Context: an optimization exercise on an open-source flow, tuned for small area. The choices shown serve that exercise and are no tape-out recipe.
Function was checked by simulation only, so behaviour that the tests miss may differ from the original.
No activity file was given, so power comes from the tool's default toggle rates.

==> run a <==
## regfile_mp
module regfile_mp #(
  parameter int DATA_W   = rf_pkg::RF_DATA_W,
  parameter int ADDR_W   = rf_pkg::RF_ADDR_W,
  parameter int N_RD     = 2,
  parameter int ZERO_REG = 1,
  parameter int BYPASS   = 1
) (
  input  logic                     clk,
  input  logic                     rst_n,
  input  logic                     RegWrite,
  input  logic [ADDR_W-1:0]        write_address,
  input  logic [DATA_W-1:0]        write_data,
  input  logic [N_RD*ADDR_W-1:0]   read_sel,
  output logic [N_RD*DATA_W-1:0]   read_data,
  input  logic                     rsv_en,
  input  logic [ADDR_W-1:0]        rsv_addr,
  output logic [N_RD-1:0]          read_pend,
  input  logic                     clr_req,
  output logic                     busy
);
  localparam int DEPTH = 2**ADDR_W;
  logic [DEPTH-1:0][DATA_W-1:0] regs;
  logic [DEPTH-1:0]  pend;
  rf_pkg::rf_state_e state, state_nxt;
  logic [ADDR_W-1:0] cnt;
  logic              wr_en, wr_ok, rsv_ok;
  assign busy   = (state == rf_pkg::RF_CLEAR);
  assign wr_en  = RegWrite && !busy;
  assign wr_ok  = wr_en && !((ZERO_REG != 0) && (write_address == '0));
  assign rsv_ok = rsv_en && !busy && !((ZERO_REG != 0) && (rsv_addr == '0));
  always_comb begin
    state_nxt = state;
    case (state)
      rf_pkg::RF_IDLE:  if (clr_req) state_nxt = rf_pkg::RF_CLEAR;
      rf_pkg::RF_CLEAR: if (cnt == {ADDR_W{1'b1}}) state_nxt = rf_pkg::RF_IDLE;
      default:  state_nxt = rf_pkg::RF_IDLE;
    endcase
  end
  always_ff @(posedge clk or negedge rst_n) begin
    if (!rst_n) begin
      state <= rf_pkg::RF_IDLE;
      cnt   <= '0;
    end else begin
      state <= state_nxt;
      cnt   <= (state == rf_pkg::RF_IDLE) ? '0 : cnt + 1'b1;
    end
  end
  always_ff @(posedge clk or negedge rst_n) begin
    if (!rst_n) begin
      for (int i = 0; i < DEPTH; i++) regs[i] <= '0;
      pend <= '0;
    end else if (busy) begin
      regs[cnt] <= '0;
      pend[cnt] <= 1'b0;
    end else begin
      if (wr_ok) begin
        regs[write_address] <= write_data;
        pend[write_address] <= 1'b0;
      end
  ...
==> module rf_read_port, before the edit <==
module rf_read_port #(
  parameter int DATA_W   = 32,
  parameter int ADDR_W   = 5,
  parameter int ZERO_REG = 1,
  parameter int BYPASS   = 1
) (
  input  logic [2**ADDR_W-1:0][DATA_W-1:0] regs,
  input  logic [2**ADDR_W-1:0] pend,
  input  logic [ADDR_W-1:0]    sel,
  input  logic                 wr_en,
  input  logic [ADDR_W-1:0]    wr_addr,
  input  logic [DATA_W-1:0]    wr_data,
  output logic [DATA_W-1:0]    rd_data,
  output logic                 rd_pend
);
  logic zero_hit;
  logic byp_hit;
  assign zero_hit = (ZERO_REG != 0) && (sel == '0);
  assign byp_hit  = (BYPASS != 0) && wr_en && (wr_addr == sel) && !zero_hit;
  always_comb begin
    rd_data = regs[sel];
    rd_pend = pend[sel];
    if (zero_hit) begin
      rd_data = '0;
      rd_pend = 1'b0;
    end else if (byp_hit) begin
      rd_data = wr_data;
      rd_pend = 1'b0;
    end
  end
endmodule
==> module regfile_mp, before the edit <==
module regfile_mp #(
  parameter int DATA_W   = rf_pkg::RF_DATA_W,
  parameter int ADDR_W   = rf_pkg::RF_ADDR_W,
  parameter int N_RD     = 2,
  parameter int ZERO_REG = 1,
  parameter int BYPASS   = 1
) (
  input  logic                     clk,
  input  logic                     rst_n,
  input  logic                     RegWrite,
  input  logic [ADDR_W-1:0]        write_address,
  input  logic [DATA_W-1:0]        write_data,
  input  logic [N_RD*ADDR_W-1:0]   read_sel,
  output logic [N_RD*DATA_W-1:0]   read_data,
  input  logic                     rsv_en,
  input  logic [ADDR_W-1:0]        rsv_addr,
  output logic [N_RD-1:0]          read_pend,
  input  logic                     clr_req,
  output logic                     busy
);
  localparam int DEPTH = 2**ADDR_W;
  logic [DEPTH-1:0][DATA_W-1:0] regs;
  logic [DEPTH-1:0]  pend;
  rf_pkg::rf_state_e state, state_nxt;
  logic [ADDR_W-1:0] cnt;
  logic              wr_en, wr_ok, rsv_ok;
  assign busy   = (state == rf_pkg::RF_CLEAR);
  assign wr_en  = RegWrite && !busy;
  assign wr_ok  = wr_en && !((ZERO_REG != 0) && (write_address == '0));
  assign rsv_ok = rsv_en && !busy && !((ZERO_REG != 0) && (rsv_addr == '0));
  always_comb begin
    state_nxt = state;
    case (state)
      rf_pkg::RF_IDLE:  if (clr_req) state_nxt = rf_pkg::RF_CLEAR;
      rf_pkg::RF_CLEAR: if (cnt == {ADDR_W{1'b1}}) state_nxt = rf_pkg::RF_IDLE;
      default:  state_nxt = rf_pkg::RF_IDLE;
    endcase
  end
  always_ff @(posedge clk or negedge rst_n) begin
    if (!rst_n) begin
      state <= rf_pkg::RF_IDLE;
      cnt   <= '0;
    end else begin
      state <= state_nxt;
      cnt   <= (state == rf_pkg::RF_IDLE) ? '0 : cnt + 1'b1;
    end
  end
  always_ff @(posedge clk or negedge rst_n) begin
    if (!rst_n) begin
      for (int i = 0; i < DEPTH; i++) regs[i] <= '0;
      pend <= '0;
    end else if (busy) begin
      regs[cnt] <= '0;
      pend[cnt] <= 1'b0;
    end else begin
      if (wr_ok) begin
        regs[write_address] <= write_data;
        pend[write_address] <= 1'b0;
      end
      if (rsv_ok) pend[rsv_addr] <= 1'b1;
    end
  end
  for (genvar k = 0; k < N_RD; k++) begin : g_rd
    rf_read_port #(
      .DATA_W(DATA_W), .ADDR_W(ADDR_W), .ZERO_REG(ZERO_REG), .BYPASS(BYPASS)
    ) u_port (
      .regs    (regs),
      .pend    (pend),
      .sel     (read_sel[k*ADDR_W +: ADDR_W]),
      .wr_en   (wr_en),
      .wr_addr (write_address),
      .wr_data (write_data),
      .rd_data (read_data[k*DATA_W +: DATA_W]),
      .rd_pend (read_pend[k])
    );
  end
endmodule
export LEC_CHECK = 0
export CAP_MARGIN = 20
export CORE_MARGIN = 2
export CORE_UTILIZATION = 40
export SLEW_MARGIN = 20
create_clock -name core_clock -period 7.0 [get_ports {clk}]
run.sh (not shown) runs the stock make flow with config.mk's settings and CLKGATE_MAP_FILE= SYNTH_SCRIPT=/design/flow/synth_recipe.tcl, a recipe that flattens the netlist after the stock synthesis.
==> run b: changes against run a <==
--- a/flow/design.v
+++ b/flow/design.v
@@ -11,4 +11,5 @@
 ) (
   input  logic [2**ADDR_W-1:0][DATA_W-1:0] regs,
+  input  logic [2**ADDR_W-1:0] valid,
   input  logic [2**ADDR_W-1:0] pend,
   input  logic [ADDR_W-1:0]    sel,
@@ -19,17 +20,20 @@
   output logic                 rd_pend
 );
+  localparam int DEPTH = 2**ADDR_W;
   logic zero_hit;
   logic byp_hit;
+  logic [DEPTH-1:0] hit;
   assign zero_hit = (ZERO_REG != 0) && (sel == '0);
   assign byp_hit  = (BYPASS != 0) && wr_en && (wr_addr == sel) && !zero_hit;
   always_comb begin
-    rd_data = regs[sel];
-    rd_pend = pend[sel];
-    if (zero_hit) begin
-      rd_data = '0;
-      rd_pend = 1'b0;
-    end else if (byp_hit) begin
-      rd_data = wr_data;
-      rd_pend = 1'b0;
+    for (int i = 0; i < DEPTH; i++)
+      hit[i] = (sel == ADDR_W'(i)) && !byp_hit && !((ZERO_REG != 0) && (i == 0));
+  end
+  always_comb begin
+    rd_data = byp_hit ? wr_data : '0;
+    rd_pend = 1'b0;
+    for (int i = 0; i < DEPTH; i++) begin
+      rd_data = rd_data | ({DATA_W{hit[i] & valid[i]}} & regs[i]);
+      rd_pend = rd_pend | (hit[i] & pend[i]);
     end
   end
@@ -56,44 +60,44 @@
 );
   localparam int DEPTH = 2**ADDR_W;
+  localparam int LO    = (ZERO_REG != 0) ? 1 : 0;
   logic [DEPTH-1:0][DATA_W-1:0] regs;
+  logic [DEPTH-1:0]  valid;
   logic [DEPTH-1:0]  pend;
-  rf_pkg::rf_state_e state, state_nxt;
+  logic              state;
   logic [ADDR_W-1:0] cnt;
-  logic              wr_en, wr_ok, rsv_ok;
-  assign busy   = (state == rf_pkg::RF_CLEAR);
+  logic              wr_en;
+  logic [DEPTH-1:0]  wr_hit, rsv_hit, clr_hit;
+  assign busy   = state;
   assign wr_en  = RegWrite && !busy;
-  assign wr_ok  = wr_en && !((ZERO_REG != 0) && (write_address == '0));
-  assign rsv_ok = rsv_en && !busy && !((ZERO_REG != 0) && (rsv_addr == '0));
-  always_comb begin
-    state_nxt = state;
-    case (state)
-      rf_pkg::RF_IDLE:  if (clr_req) state_nxt = rf_pkg::RF_CLEAR;
-      rf_pkg::RF_CLEAR: if (cnt == {ADDR_W{1'b1}}) state_nxt = rf_pkg::RF_IDLE;
-      default:  state_nxt = rf_pkg::RF_IDLE;
-    endcase
-  end
   always_ff @(posedge clk or negedge rst_n) begin
     if (!rst_n) begin
-      state <= rf_pkg::RF_IDLE;
+      state <= 1'b0;
       cnt   <= '0;
     end else begin
-      state <= state_nxt;
-      cnt   <= (state == rf_pkg::RF_IDLE) ? '0 : cnt + 1'b1;
+      state <= busy ? (cnt != {ADDR_W{1'b1}}) : clr_req;
+      cnt   <= busy ? cnt + 1'b1 : '0;
+    end
+  end
+  always_comb begin
+    for (int i = 0; i < DEPTH; i++) begin
+      wr_hit[i]  = wr_en && (write_address == ADDR_W'(i));
+      rsv_hit[i] = rsv_en && !busy && (rsv_addr == ADDR_W'(i));
+      clr_hit[i] = busy && (cnt == ADDR_W'(i));
     end
   end
   always_ff @(posedge clk or negedge rst_n) begin
     if (!rst_n) begin
-      for (int i = 0; i < DEPTH; i++) regs[i] <= '0;
-      pend <= '0;
-    end else if (busy) begin
-      regs[cnt] <= '0;
-      pend[cnt] <= 1'b0;
+      valid <= '0;
+      pend  <= '0;
     end else begin
-      if (wr_ok) begin
-        regs[write_address] <= write_data;
-        pend[write_address] <= 1'b0;
+      for (int i = LO; i < DEPTH; i++) begin
+        valid[i] <= (valid[i] | wr_hit[i]) & !clr_hit[i];
+        pend[i]  <= (rsv_hit[i] | (pend[i] & !wr_hit[i])) & !clr_hit[i];
       end
-      if (rsv_ok) pend[rsv_addr] <= 1'b1;
     end
+  end
+  always_ff @(posedge clk) begin
+    for (int i = LO; i < DEPTH; i++)
+      if (wr_hit[i]) regs[i] <= write_data;
   end
   for (genvar k = 0; k < N_RD; k++) begin : g_rd
@@ -102,4 +106,5 @@
     ) u_port (
       .regs    (regs),
+      .valid   (valid),
       .pend    (pend),
       .sel     (read_sel[k*ADDR_W +: ADDR_W]),
==> run c: changes against run a <==
==> flow/design.v (replaced) <==
package rf_pkg;
  typedef enum logic {RF_IDLE, RF_CLEAR} rf_state_e;
  localparam int RF_DATA_W = 32;
  localparam int RF_ADDR_W = 5;
endpackage
module rf_wcell (
  input  logic q,
  input  logic hold,
  input  logic d,
  input  logic load,
  output logic y
);
  assign y = (q & hold) | (d & load);
endmodule
module rf_aoi222 (
  input  logic a0, b0, a1, b1, a2, b2,
  output logic y
);
  assign y = !((a0 & b0) | (a1 & b1) | (a2 & b2));
endmodule
module rf_nand4 (
  input  logic [3:0] n,
  output logic       y
);
  assign y = !(&n);
endmodule
module rf_tail (
  input  logic [1:0] n,
  input  logic       a0, b0, a1, b1,
  output logic       y
);
  assign y = !(&n) | (a0 & b0) | (a1 & b1);
endmodule
module rf_or3 (
  input  logic [2:0] p,
  output logic       y
);
  assign y = |p;
endmodule
module rf_read_port #(
  parameter int DATA_W   = 32,
  parameter int ADDR_W   = 5,
  parameter int ZERO_REG = 1,
  parameter int BYPASS   = 1
) (
  input  logic [2**ADDR_W-1:0][DATA_W-1:0] regs,
  input  logic [2**ADDR_W-1:0] rd_ok,
  input  logic [2**ADDR_W-1:0] pend,
  input  logic [ADDR_W-1:0]    sel,
  input  logic                 wr_en,
  input  logic [ADDR_W-1:0]    wr_addr,
  input  logic [DATA_W-1:0]    wr_data,
  output logic [DATA_W-1:0]    rd_data,
  output logic                 rd_pend
);
  localparam int DEPTH = 2**ADDR_W;
  logic byp_hit;
  logic [DEPTH-1:0] dec, dsel;
  assign byp_hit = (BYPASS != 0) && wr_en && (wr_addr == sel) && !((ZERO_REG != 0) && (sel == '0));
  always_comb begin
    for (int i = 0; i < DEPTH; i++)
      dec[i] = (sel == ADDR_W'(i)) && !((ZERO_REG != 0) && (i == 0));
    dsel = dec & rd_ok;
  end
  always_comb begin
    rd_pend = 1'b0;
    for (int i = 0; i < DEPTH; i++)
      rd_pend = rd_pend | (dec[i] & pend[i]);
    rd_pend = rd_pend & !byp_hit;
  end
  for (genvar b = 0; b < DATA_W; b++) begin : g_bit
    logic [9:0] n;
    logic [2:0] p;
    for (genvar g = 0; g < 10; g++) begin : g_grp
      rf_aoi222 u_aoi (
        .a0(dsel[3*g+1]), .b0(regs[3*g+1][b]),
        .a1(dsel[3*g+2]), .b1(regs[3*g+2][b]),
        .a2(dsel[3*g+3]), .b2(regs[3*g+3][b]),
        .y (n[g])
      );
    end
    rf_nand4 u_or0 (.n(n[3:0]), .y(p[0]));
    rf_nand4 u_or1 (.n(n[7:4]), .y(p[1]));
    rf_tail  u_or2 (
      .n (n[9:8]),
      .a0(dsel[31]), .b0(regs[31][b]),
      .a1(byp_hit),  .b1(wr_data[b]),
      .y (p[2])
    );
    rf_or3 u_or (.p(p), .y(rd_data[b]));
  end
endmodule
module regfile_mp #(
  parameter int DATA_W   = rf_pkg::RF_DATA_W,
  parameter int ADDR_W   = rf_pkg::RF_ADDR_W,
  parameter int N_RD     = 2,
  parameter int ZERO_REG = 1,
  parameter int BYPASS   = 1
) (
  input  logic                     clk,
  input  logic                     rst_n,
  input  logic                     RegWrite,
  input  logic [ADDR_W-1:0]        write_address,
  input  logic [DATA_W-1:0]        write_data,
  input  logic [N_RD*ADDR_W-1:0]   read_sel,
  output logic [N_RD*DATA_W-1:0]   read_data,
  input  logic                     rsv_en,
  input  logic [ADDR_W-1:0]        rsv_addr,
  output logic [N_RD-1:0]          read_pend,
  input  logic                     clr_req,
  output logic                     busy
);
  localparam int DEPTH = 2**ADDR_W;
  localparam int LO    = (ZERO_REG != 0) ? 1 : 0;
  logic [DEPTH-1:0][DATA_W-1:0] regs, regs_nxt;
  logic [DEPTH-1:0]  valid;
  logic [DEPTH-1:0]  pend;
  logic              state;
  logic [ADDR_W-1:0] cnt;
  logic              wr_en;
  logic [DEPTH-1:0]  wr_hit, wr_hold, rsv_hit, clr_hit, rd_ok;
  assign busy   = state;
  assign wr_en  = RegWrite && !busy;
  always_ff @(posedge clk or negedge rst_n) begin
    if (!rst_n) begin
      state <= 1'b0;
      cnt   <= '0;
    end else begin
      state <= busy ? (cnt != {ADDR_W{1'b1}}) : clr_req;
      cnt   <= busy ? cnt + 1'b1 : '0;
    end
  end
  always_comb begin
    for (int i = 0; i < DEPTH; i++) begin
      wr_hit[i]  = wr_en && (write_address == ADDR_W'(i)) && (i >= LO);
      wr_hold[i] = !wr_hit[i];
      rsv_hit[i] = rsv_en && !busy && (rsv_addr == ADDR_W'(i));
      clr_hit[i] = busy && (cnt == ADDR_W'(i));
      rd_ok[i]   = valid[i] && !wr_hit[i] && (i >= LO);
    end
  end
  always_ff @(posedge clk or negedge rst_n) begin
    if (!rst_n) begin
      valid <= '0;
      pend  <= '0;
    end else begin
      for (int i = LO; i < DEPTH; i++) begin
        valid[i] <= (valid[i] | wr_hit[i]) & !clr_hit[i];
        pend[i]  <= (rsv_hit[i] | (pend[i] & !wr_hit[i])) & !clr_hit[i];
      end
    end
  end
  for (genvar i = 0; i < DEPTH; i++) begin : g_row
    if (i < LO) begin : g_none
      assign regs_nxt[i] = '0;
    end else begin : g_cells
      for (genvar b = 0; b < DATA_W; b++) begin : g_bit
        rf_wcell u_w (
          .q(regs[i][b]), .hold(wr_hold[i]), .d(write_data[b]), .load(wr_hit[i]),
          .y(regs_nxt[i][b])
        );
      end
    end
  end
  always_ff @(posedge clk) begin
    for (int i = LO; i < DEPTH; i++) regs[i] <= regs_nxt[i];
  end
  for (genvar k = 0; k < N_RD; k++) begin : g_rd
    rf_read_port #(
      .DATA_W(DATA_W), .ADDR_W(ADDR_W), .ZERO_REG(ZERO_REG), .BYPASS(BYPASS)
    ) u_port (
      .regs    (regs),
      .rd_ok   (rd_ok),
      .pend    (pend),
      .sel     (read_sel[k*ADDR_W +: ADDR_W]),
      .wr_en   (wr_en),
      .wr_addr (write_address),
      .wr_data (write_data),
      .rd_data (read_data[k*DATA_W +: DATA_W]),
      .rd_pend (read_pend[k])
    );
  end
endmodule
==> flow/flow/run.sh (new file) <==
#!/bin/bash
# Layout flow: the standard ORFS flow (standard.sh: unchanged synthesis,
# floorplan, power grid and tap cells, placement, routing), with two changes:
#  - each port gets a buffer of the smallest buffer cell (buf_1) instead of
#    the delay cell the resizer picks by default;
#  - the clock tree is built without dummy loads, from clkbuf_16 sink buffers
#    (up to 26 flops each, within 60 um) under a small clkbuf_4/clkbuf_8 tree,
#    which keeps every flop's clock slew in bounds with far fewer buffers.
# Each tool's full output goes to the ORFS logs under orfs/logs/ and the make
# output to standard.log.
set -euo pipefail
export BUFFER_PORTS_ARGS="-buffer_cell sky130_fd_sc_hd__buf_1"
export CTS_ARGS="-sink_clustering_enable -repair_clock_nets -dont_use_dummy_load -sink_clustering_size 26 -sink_clustering_max_diameter 60 -sink_clustering_buffer sky130_fd_sc_hd__clkbuf_16 -tree_buf sky130_fd_sc_hd__clkbuf_4 -root_buf sky130_fd_sc_hd__clkbuf_8 -buf_list {sky130_fd_sc_hd__clkbuf_4 sky130_fd_sc_hd__clkbuf_16}"
bash standard.sh finish > standard.log 2>&1
==> flow/standard.sh (new file) <==
#!/bin/bash
# synth_recipe.tcl (not shown) runs the flow's synth.tcl, then flattens the netlist and writes it again
# the make line also repeats each setting of config.mk as NAME=value (left out here)
make -C /OpenROAD-flow-scripts/flow DESIGN_CONFIG=/design/flow/config.mk WORK_HOME=/design/flow/orfs CLKGATE_MAP_FILE= SYNTH_SCRIPT=/design/flow/synth_recipe.tcl "${@:-finish}"
--- a/flow/config.mk
+++ b/flow/config.mk
@@ -8,4 +8,6 @@
 export CAP_MARGIN = 20
 export CORE_MARGIN = 2
-export CORE_UTILIZATION = 40
+export CORE_UTILIZATION = 50
+export SETUP_SLACK_MARGIN = 0.4
 export SLEW_MARGIN = 20
+export SYNTH_HIERARCHICAL = 1
removed: flow/run.sh
==> notes <==
Run c completed with no timing, DRC or antenna violations. Run b produced a layout that fails on setup timing. Run a ran to the end with no violations.
Clock skew, lowest first: run a, run b, run c.
Final cell count: run a > run b > run c.
The highest core utilization belongs to run c, the lowest to run a.
Routed wire length, lowest first: run c, run a, run b.
Of run b and run c, run c has the higher first-iteration DRC count (gap 7.6%, measured against run c).
In run a the flip-flop and latch count is higher than in run c, by 2.
The lowest non-clock buffer count belongs to run c, the highest to run b.
The lowest sequential power belongs to run c, the highest to run a.
Synthesized cell count: run c < run b < run a.
Register-to-register slack, highest first: run b, run c, run a.

-- afterwards: timing with drivers on the ports --
Ports are ideal in the flow. The routed layouts listed here were re-timed in OpenROAD. Step 1 (the two cells are an assumption about what drives the block):
set clk [get_ports {clk}]
set_driving_cell -lib_cell sky130_fd_sc_hd__clkbuf_16 $clk
set_driving_cell -lib_cell sky130_fd_sc_hd__buf_2 [delete_from_list [all_inputs] $clk]
Step 2 times the ports against the registers' clock, not the clock port: input delays grow and output delays shrink by t, the midpoint of the rising clock arrivals with the driver on. Slacks: ideal ports / drivers / drivers and shift; pairs: ideal ports / drivers.
run | shift t [ns] | slack for setup (ns) | cell pins on the clock port's net
run a | 0.866 | 0.298 / 0.269 / 0.269 | 1
run b | 0.855 | -0.084 / -0.109 / -0.109 | 1
run c | 0.826 | 0.446 / 0.420 / 0.420 | 1
For run a, which loses most, drivers alone change the setup slack by -0.029 ns; drivers and shift together by -0.029 ns.
